This is an optimization exercise on Yosys and OpenROAD, whose aim is small area, not a production implementation.
The RTL was checked by simulation tests, not by an equivalence proof against the original design.
Power is estimated from default activity; no workload was simulated.

==> design/flow/design.v <==
package issue_pkg;
  typedef logic [32-1:0]             word_t;
  typedef logic [$clog2(32)-1:0] reg_addr_t;
  typedef logic [4-1:0]        rob_tag_t;
  typedef logic [1:0]                   fu_sel_t;
  typedef logic [2:0]                   op_sel_t;
  typedef logic [3:0]                   alu_op_t;
  localparam fu_sel_t FU_NONE   = 2'd0;
  localparam fu_sel_t FU_ALU    = 2'd1;
  localparam fu_sel_t FU_LDST   = 2'd2;
  localparam fu_sel_t FU_BRANCH = 2'd3;
  localparam op_sel_t OP_LUI    = 3'd0;  
  localparam op_sel_t OP_AUIPC  = 3'd1;
  localparam op_sel_t OP_IMM    = 3'd0;  
  localparam op_sel_t OP_R      = 3'd1;
  localparam op_sel_t OP_LOAD   = 3'd0;  
  localparam op_sel_t OP_STORE  = 3'd1;
  localparam op_sel_t OP_JAL    = 3'd0;  
  localparam op_sel_t OP_JALR   = 3'd1;
  localparam op_sel_t OP_BRANCH = 3'd2;
  typedef struct packed {
    logic      en;
    fu_sel_t   fu_sel;
    op_sel_t   op_sel;
    alu_op_t   alu_op;
    reg_addr_t rd;
    reg_addr_t rs1;
    reg_addr_t rs2;
    word_t     imm;
    word_t     pc;
  } decode_t;
  typedef struct packed {
    word_t    value;
    logic     rdy;
    rob_tag_t q;  
  } operand_t;
  typedef struct packed {
    logic     valid;
    rob_tag_t tag;
    word_t    value;
  } cdb_t;
  typedef struct packed {
    logic      en;
    reg_addr_t rd;
    rob_tag_t  tag;
    word_t     value;
  } commit_t;
  typedef struct packed {
    logic  valid;
    word_t value;
  } rob_read_t;
  typedef struct packed {
    logic      en;
    reg_addr_t dest;
    logic      valid;  
    word_t     value;
    rob_tag_t  tag;
  } rob_alloc_t;
  typedef struct packed {
    logic     alu_en;
    logic     ldst_en;
    logic     br_en;
    logic     br_comp;
    alu_op_t  alu_op;
    operand_t op1;
    operand_t op2;
    word_t    offset;
    word_t    pc;
    rob_tag_t tag;
  } dispatch_t;
  typedef struct packed {
    logic      en;
    reg_addr_t rd;
    logic      valid;
    word_t     value;
  } last_issue_t;
endpackage
`timescale 1ns/10ps
module reg_file
(
  input  logic      clk,
  input  logic      rst,
  input  issue_pkg::commit_t   commit_i,
  input  issue_pkg::reg_addr_t rs1_i,
  input  issue_pkg::reg_addr_t rs2_i,
  output issue_pkg::word_t     rs1_value_o,
  output issue_pkg::word_t     rs2_value_o
);
  issue_pkg::word_t regs [32];
  always_ff @(posedge clk)
  begin
    if (!rst)
      for (int i = 0; i < 32; i++)
        regs[i] <= '0;
    else if (commit_i.en && commit_i.rd != '0)  
      regs[commit_i.rd] <= commit_i.value;
  end
  assign rs1_value_o = regs[rs1_i];
  assign rs2_value_o = regs[rs2_i];
endmodule
`timescale 1ns/10ps
module prod_table
(
  input  logic      clk,
  input  logic      rst,
  input  logic      rename_en_i,
  input  issue_pkg::reg_addr_t rename_rd_i,
  input  issue_pkg::rob_tag_t  rename_tag_i,
  input  issue_pkg::commit_t   commit_i,
  input  issue_pkg::reg_addr_t rs1_i,
  input  issue_pkg::reg_addr_t rs2_i,
  output logic      rs1_busy_o,
  output issue_pkg::rob_tag_t  rs1_tag_o,
  output logic      rs2_busy_o,
  output issue_pkg::rob_tag_t  rs2_tag_o
);
  logic [32-1:0] busy;
  issue_pkg::rob_tag_t             tags [32];
  always_ff @(posedge clk)
  begin
    if (!rst)
    begin
      busy <= '0;
      for (int i = 0; i < 32; i++)
        tags[i] <= '0;
    end
    else
    begin
      if (commit_i.en && tags[commit_i.rd] == commit_i.tag)
        busy[commit_i.rd] <= 1'b0;
      if (rename_en_i)
      begin
        busy[rename_rd_i] <= 1'b1;
        tags[rename_rd_i] <= rename_tag_i;
      end
    end
  end
  assign rs1_busy_o = busy[rs1_i];
  assign rs1_tag_o  = tags[rs1_i];
  assign rs2_busy_o = busy[rs2_i];
  assign rs2_tag_o  = tags[rs2_i];
endmodule
`timescale 1ns/10ps
module operand_snoop
(
  input  logic        need_i,
  input  issue_pkg::reg_addr_t   rs_i,
  input  logic        busy_i,
  input  issue_pkg::rob_tag_t    prod_tag_i,
  input  issue_pkg::word_t       reg_value_i,
  input  issue_pkg::rob_read_t   rob_i,
  input  issue_pkg::cdb_t        cdb_i,
  input  issue_pkg::last_issue_t last_issue_i,
  input  issue_pkg::rob_tag_t    last_tag_i,
  output issue_pkg::operand_t    operand_o
);
  always_comb
  begin
    operand_o       = '0;  
    operand_o.rdy   = 1'b1;
    if (need_i && rs_i != '0)
    begin
      if (last_issue_i.en && last_issue_i.rd == rs_i)
      begin
        if (last_issue_i.valid)
          operand_o.value = last_issue_i.value;
        else
        begin
          operand_o.rdy = 1'b0;
          operand_o.q   = last_tag_i;
        end
      end
      else if (!busy_i)
        operand_o.value = reg_value_i;
      else if (rob_i.valid)
        operand_o.value = rob_i.value;
      else if (cdb_i.valid && cdb_i.tag == prod_tag_i)
        operand_o.value = cdb_i.value;  
      else
      begin
        operand_o.rdy = 1'b0;
        operand_o.q   = prod_tag_i;
      end
    end
  end
endmodule
`timescale 1ns/10ps
module issue_ctrl
(
  input  logic        clk,
  input  logic        rst,
  input  logic        stall_i,
  input  issue_pkg::decode_t     decode_i,
  input  issue_pkg::rob_tag_t    rob_tag_i,
  input  issue_pkg::operand_t    op1_i,
  input  issue_pkg::operand_t    op2_i,
  output issue_pkg::dispatch_t   dispatch_o,
  output issue_pkg::rob_alloc_t  rob_alloc_o,
  output logic        rename_en_o,
  output issue_pkg::reg_addr_t   rename_rd_o,
  output issue_pkg::rob_tag_t    rename_tag_o,
  output issue_pkg::last_issue_t last_issue_o,
  output logic        need_rs1_o,
  output logic        need_rs2_o
);
  logic        fire;
  logic        alu_sel;
  logic        ldst_sel;
  logic        br_sel;
  logic        br_comp;
  logic        alloc;
  logic        alloc_ok;
  logic        use_pc1;
  logic        use_imm2;
  logic        res_valid;
  issue_pkg::word_t       res_value;
  issue_pkg::word_t       offset;
  issue_pkg::word_t       pc_four;
  issue_pkg::word_t       pc_imm;
  issue_pkg::rob_tag_t    next_tag;
  issue_pkg::dispatch_t   dispatch_nxt;
  issue_pkg::rob_alloc_t  alloc_nxt;
  issue_pkg::last_issue_t last_nxt;
  assign pc_four  = decode_i.pc + 32'd4;
  assign pc_imm   = decode_i.pc + decode_i.imm;
  assign next_tag = rob_tag_i + {{(4-1){1'b0}}, rob_alloc_o.en};
  always_comb
  begin
    alu_sel    = 1'b0;
    ldst_sel   = 1'b0;
    br_sel     = 1'b0;
    br_comp    = 1'b0;
    alloc      = 1'b0;
    use_pc1    = 1'b0;
    use_imm2   = 1'b0;
    res_valid  = 1'b0;
    res_value  = '0;
    offset     = '0;
    need_rs1_o = 1'b0;
    need_rs2_o = 1'b0;
    case (decode_i.fu_sel)
      issue_pkg::FU_NONE:
      begin
        alloc     = 1'b1;  
        res_valid = 1'b1;
        case (decode_i.op_sel)
          issue_pkg::OP_LUI:   res_value = decode_i.imm;
          issue_pkg::OP_AUIPC: res_value = pc_imm;
          default:  alloc = 1'b0;
        endcase
      end
      issue_pkg::FU_ALU:
      begin
        alu_sel    = 1'b1;
        alloc      = 1'b1;
        need_rs1_o = 1'b1;
        case (decode_i.op_sel)
          issue_pkg::OP_IMM:  use_imm2 = 1'b1;
          issue_pkg::OP_R:    need_rs2_o = 1'b1;
          default: alu_sel = 1'b0;
        endcase
      end
      issue_pkg::FU_LDST:
      begin
        ldst_sel   = 1'b1;
        need_rs1_o = 1'b1;
        offset     = decode_i.imm;
        case (decode_i.op_sel)
          issue_pkg::OP_LOAD:
          begin
            alloc    = 1'b1;
            use_imm2 = 1'b1;
          end
          issue_pkg::OP_STORE: need_rs2_o = 1'b1;  
          default:  ldst_sel = 1'b0;
        endcase
      end
      default:
      begin
        br_sel = 1'b1;
        case (decode_i.op_sel)
          issue_pkg::OP_JAL:
          begin
            alloc     = 1'b1;
            res_valid = 1'b1;
            res_value = pc_four;
            use_pc1   = 1'b1;
            use_imm2  = 1'b1;
          end
          issue_pkg::OP_JALR:
          begin
            alloc      = 1'b1;
            res_valid  = 1'b1;
            res_value  = pc_four;
            need_rs1_o = 1'b1;
            use_imm2   = 1'b1;
          end
          issue_pkg::OP_BRANCH:
          begin
            br_comp    = 1'b1;
            offset     = decode_i.imm;
            need_rs1_o = 1'b1;
            need_rs2_o = 1'b1;
          end
          default: br_sel = 1'b0;
        endcase
      end
    endcase
  end
  assign fire     = decode_i.en && !stall_i;
  assign alloc_ok = fire && alloc && (decode_i.rd != '0);
  assign rename_en_o  = alloc_ok;
  assign rename_rd_o  = decode_i.rd;
  assign rename_tag_o = next_tag;
  always_comb
  begin
    dispatch_nxt.alu_en  = fire && alu_sel;
    dispatch_nxt.ldst_en = fire && ldst_sel;
    dispatch_nxt.br_en   = fire && br_sel;
    dispatch_nxt.br_comp = br_comp;
    dispatch_nxt.alu_op  = decode_i.alu_op;
    dispatch_nxt.op1     = use_pc1 ? {decode_i.pc, 1'b1, {4{1'b0}}} : op1_i;
    dispatch_nxt.op2     = use_imm2 ? {decode_i.imm, 1'b1, {4{1'b0}}} : op2_i;
    dispatch_nxt.offset  = offset;
    dispatch_nxt.pc      = decode_i.pc;
    dispatch_nxt.tag     = next_tag;
    alloc_nxt = {alloc_ok, decode_i.rd, res_valid, res_value, next_tag};
    last_nxt  = {alloc_ok, decode_i.rd, res_valid, res_value};
  end
  always_ff @(posedge clk)
  begin
    dispatch_o   <= dispatch_nxt;
    rob_alloc_o  <= alloc_nxt;
    last_issue_o <= last_nxt;
    if (!rst)
    begin
      dispatch_o.alu_en  <= 1'b0;
      dispatch_o.ldst_en <= 1'b0;
      dispatch_o.br_en   <= 1'b0;
      rob_alloc_o.en     <= 1'b0;
      last_issue_o.en    <= 1'b0;
    end
  end
endmodule
`timescale 1ns/10ps
module issue_top
(
  input  logic       clk,
  input  logic       rst,
  input  issue_pkg::decode_t    decode_i,
  input  logic       stall_i,
  input  issue_pkg::rob_tag_t   rob_tag_i,
  input  issue_pkg::rob_read_t  rob_rs1_i,
  input  issue_pkg::rob_read_t  rob_rs2_i,
  input  issue_pkg::cdb_t       cdb_i,
  input  issue_pkg::commit_t    commit_i,
  output issue_pkg::dispatch_t  dispatch_o,
  output issue_pkg::rob_alloc_t rob_alloc_o,
  output issue_pkg::rob_tag_t   rob_rs1_tag_o,
  output issue_pkg::rob_tag_t   rob_rs2_tag_o
);
  issue_pkg::operand_t    op1;
  issue_pkg::operand_t    op2;
  logic        rename_en;
  issue_pkg::reg_addr_t   rename_rd;
  issue_pkg::rob_tag_t    rename_tag;
  issue_pkg::last_issue_t last_issue;
  logic        need_rs1;
  logic        need_rs2;
  logic        rs1_busy;
  logic        rs2_busy;
  issue_pkg::word_t       rs1_value;
  issue_pkg::word_t       rs2_value;
  issue_ctrl i_issue_ctrl (
    .clk          (clk),
    .rst          (rst),
    .stall_i      (stall_i),
    .decode_i     (decode_i),
    .rob_tag_i    (rob_tag_i),
    .op1_i        (op1),
    .op2_i        (op2),
    .dispatch_o   (dispatch_o),
    .rob_alloc_o  (rob_alloc_o),
    .rename_en_o  (rename_en),
    .rename_rd_o  (rename_rd),
    .rename_tag_o (rename_tag),
    .last_issue_o (last_issue),
    .need_rs1_o   (need_rs1),
    .need_rs2_o   (need_rs2)
  );
  operand_snoop i_snoop_rs1 (
    .need_i       (need_rs1),
    .rs_i         (decode_i.rs1),
    .busy_i       (rs1_busy),
    .prod_tag_i   (rob_rs1_tag_o),
    .reg_value_i  (rs1_value),
    .rob_i        (rob_rs1_i),
    .cdb_i        (cdb_i),
    .last_issue_i (last_issue),
    .last_tag_i   (rob_alloc_o.tag),
    .operand_o    (op1)
  );
  operand_snoop i_snoop_rs2 (
    .need_i       (need_rs2),
    .rs_i         (decode_i.rs2),
    .busy_i       (rs2_busy),
    .prod_tag_i   (rob_rs2_tag_o),
    .reg_value_i  (rs2_value),
    .rob_i        (rob_rs2_i),
    .cdb_i        (cdb_i),
    .last_issue_i (last_issue),
    .last_tag_i   (rob_alloc_o.tag),
    .operand_o    (op2)
  );
  prod_table i_prod_table (
    .clk          (clk),
    .rst          (rst),
    .rename_en_i  (rename_en),
    .rename_rd_i  (rename_rd),
    .rename_tag_i (rename_tag),
    .commit_i     (commit_i),
    .rs1_i        (decode_i.rs1),
    .rs2_i        (decode_i.rs2),
    .rs1_busy_o   (rs1_busy),
    .rs1_tag_o    (rob_rs1_tag_o),
    .rs2_busy_o   (rs2_busy),
    .rs2_tag_o    (rob_rs2_tag_o)
  );
  reg_file i_reg_file (
    .clk         (clk),
    .rst         (rst),
    .commit_i    (commit_i),
    .rs1_i       (decode_i.rs1),
    .rs2_i       (decode_i.rs2),
    .rs1_value_o (rs1_value),
    .rs2_value_o (rs2_value)
  );
endmodule
`timescale 1ns/10ps
module issue_stage
(
  input  logic                  clk,
  input  logic                  rst,              
  input  logic                  stall_i,
  input  logic                  decode_en_i,
  input  logic [1:0]            decode_fu_sel_i,
  input  logic [2:0]            decode_op_sel_i,
  input  logic [3:0]            decode_alu_op_i,
  input  logic [4:0]            decode_rd_i,
  input  logic [4:0]            decode_rs1_i,
  input  logic [4:0]            decode_rs2_i,
  input  logic [31:0]           decode_imm_i,
  input  logic [31:0]           decode_pc_i,
  input  logic [4-1:0] rob_tag_i,
  input  logic                  rob_rs1_valid_i,
  input  logic [31:0]           rob_rs1_value_i,
  input  logic                  rob_rs2_valid_i,
  input  logic [31:0]           rob_rs2_value_i,
  input  logic                  cdb_valid_i,
  input  logic [4-1:0] cdb_tag_i,
  input  logic [31:0]           cdb_value_i,
  input  logic                  commit_en_i,
  input  logic [4:0]            commit_rd_i,
  input  logic [4-1:0] commit_tag_i,
  input  logic [31:0]           commit_value_i,
  output logic                  disp_alu_en_o,
  output logic                  disp_ldst_en_o,
  output logic                  disp_br_en_o,
  output logic                  disp_br_comp_o,
  output logic [3:0]            disp_alu_op_o,
  output logic [31:0]           disp_op1_value_o,
  output logic                  disp_op1_rdy_o,
  output logic [4-1:0] disp_op1_q_o,
  output logic [31:0]           disp_op2_value_o,
  output logic                  disp_op2_rdy_o,
  output logic [4-1:0] disp_op2_q_o,
  output logic [31:0]           disp_offset_o,
  output logic [31:0]           disp_pc_o,
  output logic [4-1:0] disp_tag_o,
  output logic                  alloc_en_o,
  output logic [4:0]            alloc_dest_o,
  output logic                  alloc_valid_o,
  output logic [31:0]           alloc_value_o,
  output logic [4-1:0] alloc_tag_o,
  output logic [4-1:0] rob_rs1_tag_o,
  output logic [4-1:0] rob_rs2_tag_o
);
  issue_pkg::decode_t    decode;
  issue_pkg::rob_read_t  rob_rs1;
  issue_pkg::rob_read_t  rob_rs2;
  issue_pkg::cdb_t       cdb;
  issue_pkg::commit_t    commit;
  issue_pkg::dispatch_t  dispatch;
  issue_pkg::rob_alloc_t rob_alloc;
  assign decode  = {decode_en_i, decode_fu_sel_i, decode_op_sel_i, decode_alu_op_i,
                    decode_rd_i, decode_rs1_i, decode_rs2_i, decode_imm_i, decode_pc_i};
  assign rob_rs1 = {rob_rs1_valid_i, rob_rs1_value_i};
  assign rob_rs2 = {rob_rs2_valid_i, rob_rs2_value_i};
  assign cdb     = {cdb_valid_i, cdb_tag_i, cdb_value_i};
  assign commit  = {commit_en_i, commit_rd_i, commit_tag_i, commit_value_i};
  issue_top i_issue_top (
    .clk           (clk),
    .rst           (rst),
    .decode_i      (decode),
    .stall_i       (stall_i),
    .rob_tag_i     (rob_tag_i),
    .rob_rs1_i     (rob_rs1),
    .rob_rs2_i     (rob_rs2),
    .cdb_i         (cdb),
    .commit_i      (commit),
    .dispatch_o    (dispatch),
    .rob_alloc_o   (rob_alloc),
    .rob_rs1_tag_o (rob_rs1_tag_o),
    .rob_rs2_tag_o (rob_rs2_tag_o)
  );
  assign {disp_alu_en_o, disp_ldst_en_o, disp_br_en_o, disp_br_comp_o, disp_alu_op_o,
          disp_op1_value_o, disp_op1_rdy_o, disp_op1_q_o,
          disp_op2_value_o, disp_op2_rdy_o, disp_op2_q_o,
          disp_offset_o, disp_pc_o, disp_tag_o} = dispatch;
  assign {alloc_en_o, alloc_dest_o, alloc_valid_o, alloc_value_o, alloc_tag_o} = rob_alloc;
endmodule
==> design/flow/run.sh <==
#!/bin/bash
# synth_recipe.tcl (not shown) runs the flow's synth.tcl, then flattens the netlist and writes it again
# the make line also repeats each setting of config.mk as NAME=value (left out here)
make -C /OpenROAD-flow-scripts/flow DESIGN_CONFIG=/design/flow/config.mk WORK_HOME=/design/flow/orfs CLKGATE_MAP_FILE= SYNTH_SCRIPT=/design/flow/synth_recipe.tcl finish
==> design/flow/config.mk <==
export PLATFORM = sky130hd
export DESIGN_NAME = issue_stage
export DESIGN_NICKNAME = issue_stage
export VERILOG_FILES = /design/flow/design.v
export SDC_FILE = /design/flow/constraint.sdc
export NUM_CORES = 4
export LEC_CHECK = 0
export CAP_MARGIN = 20
export CORE_MARGIN = 2
export CORE_UTILIZATION = 40
export SLEW_MARGIN = 20
==> design/flow/constraint.sdc <==
create_clock -name core_clock -period 5.0 [get_ports {clk}]
set_input_delay 1.0000 -clock core_clock [delete_from_list [all_inputs] [get_ports {clk}]]
set_output_delay 1.0000 -clock core_clock [all_outputs]
set_load 0.01 [all_outputs]
==> results.cfg <==
[setup_path]
critical-path-top-delay-family = multiplexers
setup.worst_path.end_class = primary output
critPathBufInv = 3
largest_fanout_on_the_critical_path = 51
path_class = in2out
crit_arrival_ns = 3.45
critical-path-slowest-cell = mux4_1
worst_setup_path_start_kind = primary input
critical_path_required_ns = 4.00
ordered_list_of_cells_on_the_worst_path = buf_8 > mux4_1 > mux4_2 > mux2i_4 > inv_1 > clkdlybuf4s50_1
critical_path.max_stage_delay_ns = 0.65

[grt]
first_global_vias = 53440
final_global_route_overflow_total = 0
grt_first_pass_wirelength_um = 409300
grtUsageTotal_pct = 30.15
pin_count_of_the_biggest_net_entering_global_routing = 77
antenna_found_initial = 34

[floorplanning]
floorplan.rows = 158
starting_utilization_of_the_core_area_pct = 40.29
design.core.area_sq_um = 185600
ios = 442
dieArea_sq_um = 190500
die_y_um = 436.4
die_w_um = 436.4

[synthesis]
synth_top_cells_by_count = 1,152 x edfxtp_1, 1,034 x and2_1, 566 x mux4_2, 381 x clkbuf_1, 266 x nand2_1
synth_area_leader_cell = edfxtp_1
yosys.cell_types.count = 87
synth_top_family_by_area = multiplexers
synth_instances = 5598
post_synth_xor_xnor_area_pct = 0.8531
syn_area_sq_um = 74800
yosysSeqAreaShare_pct = 52.17
synth_async_sr_flop_share_pct = 0
synth-adder-area-share_pct = 0.8632
ys.warnings.count = 4
muxShareOfSynthArea_pct = 21.38
postSynthNetCount = 5890
postSynthAreaPerCell_sq_um = 13.36
synth-seq-cells = 1373
yosys.area.top_type_share_pct = 46.25
dominantRegCellSynth = edfxtp_1
cell_with_the_most_instances_after_synthesis = edfxtp_1
post_synth_main_area_contributors = edfxtp_1 46%, mux4_2 17%, and2_1 8.6%
synth-edff-count = 1152
synth_compound_gate_area_share_pct = 7.396
yosys.area_share.simple_pct = 13.73

[drt]
route.detailed.drc = 0
vias = 53750
dr.pass1.iters = 6
post_drt_via_cell_ratio = 6.287
routedWlPerCell_um = 34.10
routed_wl_um = 291500
antenna_violating_nets_post_route = 0
dr.first_iter.drc_count = 7302

[layout]
drive_above_1_share_pct = 20.67
flow.area_growth_from_synthesis_pct = 18.26
final_area_sq_um = 88450
fin_util_pct = 47.65
fin_nets = 6219

[timing]
period_share_pct = 88.90
slew_headroom_pct = 23.09
hold_violations = 0
fmaxAchievable_ghz = 0.2250
final.setup_skew_ns = 0.03537
maxSlewViolCount = 0
report.final.setup_viol = 0
post-route-min-period_ns = 4.445
worstMarginPinSlew_ns = 1.145
rsz0062_at_grt = false

[pwr]
pwr-share-clk_pct = 39.6
total_design_power_uw = 28940
power_report.internal_total_uw = 21250
seq_power_share_pct = 46.0
leakage_uw = 0.03074
power_density_nw_per_um2 = 327.2
comb_power_share_pct = 14.4
p_sw_share_pct = 26.56
switchingPower_uw = 7686
vdd_ir_drop_max_uv = 409.6

[placed_design]
gp_congestion = 1.001
io_buffer_count = 441
placedInstanceArea_sq_um = 83470
dp_hpwl_um = 192000

[clocking]
clk-insertion-delay-late_ns = 0.83
cts.hold.buffers_added = 0
worst_setup_hold_path_clk_slew_ns = 0.05
cts_post_setup_buffers_inserted = 0
post_cts_resized = 0
clock-sinks = 1373
total_cts_buffers = 158
cts-root-buf = clkbuf_16
ctsLongestPathBuffers = 3
number_of_levels_in_the_clock_h_tree = 4
cts_tree = built

[worst_hold_path]
min-delay-path-class = reg2reg

[status]
status = finished clean

[flow_run]
cap_violations = 0
[worst min-delay path, stage by stage (launching register included)]
cell	delay, ns
dfxtp_1	0.32
o21ai_0	0.07
a21oi_1	0.06
[final timing paths]
kind	start	endpoint	slack, ns	cells past startpoint
setup / recovery	decode_rs1_i[0]	rob_rs1_tag_o[1]	0.55	6
hold / removal	i_issue_top.i_prod_table.busy[9]	i_issue_top.i_prod_table.busy[9]	0.50	2
hold reg to reg	i_issue_top.i_prod_table.busy[9]	i_issue_top.i_prod_table.busy[9]	0.50	2
setup reg to reg	i_issue_top.i_prod_table.tags[24][1]	i_issue_top.i_issue_ctrl.dispatch_o[86]	1.64	10
[sequential cells by signal, indices dropped and copies added (netlist names)]
| signal | count |
|---|---|
| i_issue_top.i_issue_ctrl.rob_alloc_o | 5 |
| i_issue_top.i_issue_ctrl.dispatch_o | 146 |
| i_issue_top.i_issue_ctrl.last_issue_o | 38 |
| i_issue_top.i_prod_table.tags | 128 |
| i_issue_top.i_reg_file.regs | 1024 |
| i_issue_top.i_prod_table.busy | 32 |
[per-layer routing]
layer | vias to the layer above | GRT usage, % | part of all wire, %
li1 | 22100 | - | -
met5 | - | 0 | 0.056
met2 | 3337 | 49.05 | 48
met3 | 724 | 7.132 | 10
met1 | 27570 | 38.34 | 37
met4 | 26 | 13.33 | 4.9
[logic make-up after synthesis]
family | count (synthesis)
XOR/XNOR | 72
buffers and inverters | 581
flip-flops | 1373
AND/OR/NAND/NOR | 1840
multiplexers | 864
adder cells (fa/ha/maj) | 51
AO/OA/AOI/OAI | 817
[layout make-up]
cell class | count | area, sq um
clock buffer | 211 | 4344
fill | 16120 | 97180
multi-input combinational | 3644 | 33770
tap | 2480 | 3103
antenna | 17 | 42.54
sequential | 1373 | 39020
clock inverter | 74 | 675.6
inverter | 33 | 126.4
timing repair buffer | 717 | 7365
[layout by cell type (no fill, tap or decap), types with 79 or more instances in the layout]
cell,instances
o21ai_0,170
buf_4,200
and2_1,1034
nand3_1,83
nand2_1,266
mux2i_1,263
buf_12,79
clkdlybuf4s50_1,407
a21oi_1,130
nor2_1,202
clkbuf_16,164
dfxtp_1,220
mux4_2,566
edfxtp_1,1152
[per-stage QoR]
| stage | setup slack (ns) | hold slack [ns] | instances | TNS [ns] |
|---|---|---|---|---|
| after detailed placement | 0.2922 | 0.4885 | 8247 | 0 |
| final | 0.5549 | 0.5004 | 8549 | 0 |
| after floorplan | -0.2148 | 0.4588 | 5598 | -211.23 |
| after global placement | 0.3386 | 0.4748 | 8247 | 0 |
| after global routing | 0.4453 | 0.5283 | 8545 | 0 |
| after CTS | 0.5403 | 0.4957 | 8532 | 0 |
[power groups by stage]
stage               registers [uW]  logic (uW)  clock network, uW
CTS                          13300        4120              11600
detailed placement           13500        4110                  0
global route                 13400        4330              12000
finish                       13300        4180              11500
floorplan                    13500        2230                  0
global placement             13500        4100                  0

==> re-timing with driven ports <==
No port has a modelled driver above. Below, the same layout with a new extraction and two added sets of constraints.
Step 1, drivers: a clkbuf_16 drives clk and a buf_2 each remaining input, both assumed.
Step 2 times the ports against the registers' clock, not the clock port: input delays grow and output delays shrink by t, the midpoint of the rising clock arrivals with the driver on.
Three values: ideal ports, drivers, drivers and shift; two values: the first two.
t (ns): 0.908
setup WS [ns]: 0.555 / 0.500 / 0.186
worst register clock-pin slew, ns: 0.07 / 0.07
worst data-port slew with drivers (ns): 0.15
After both steps this run still meets setup and hold. For this run, drivers alone change the setup slack by -0.055 ns; drivers and shift together by -0.369 ns.
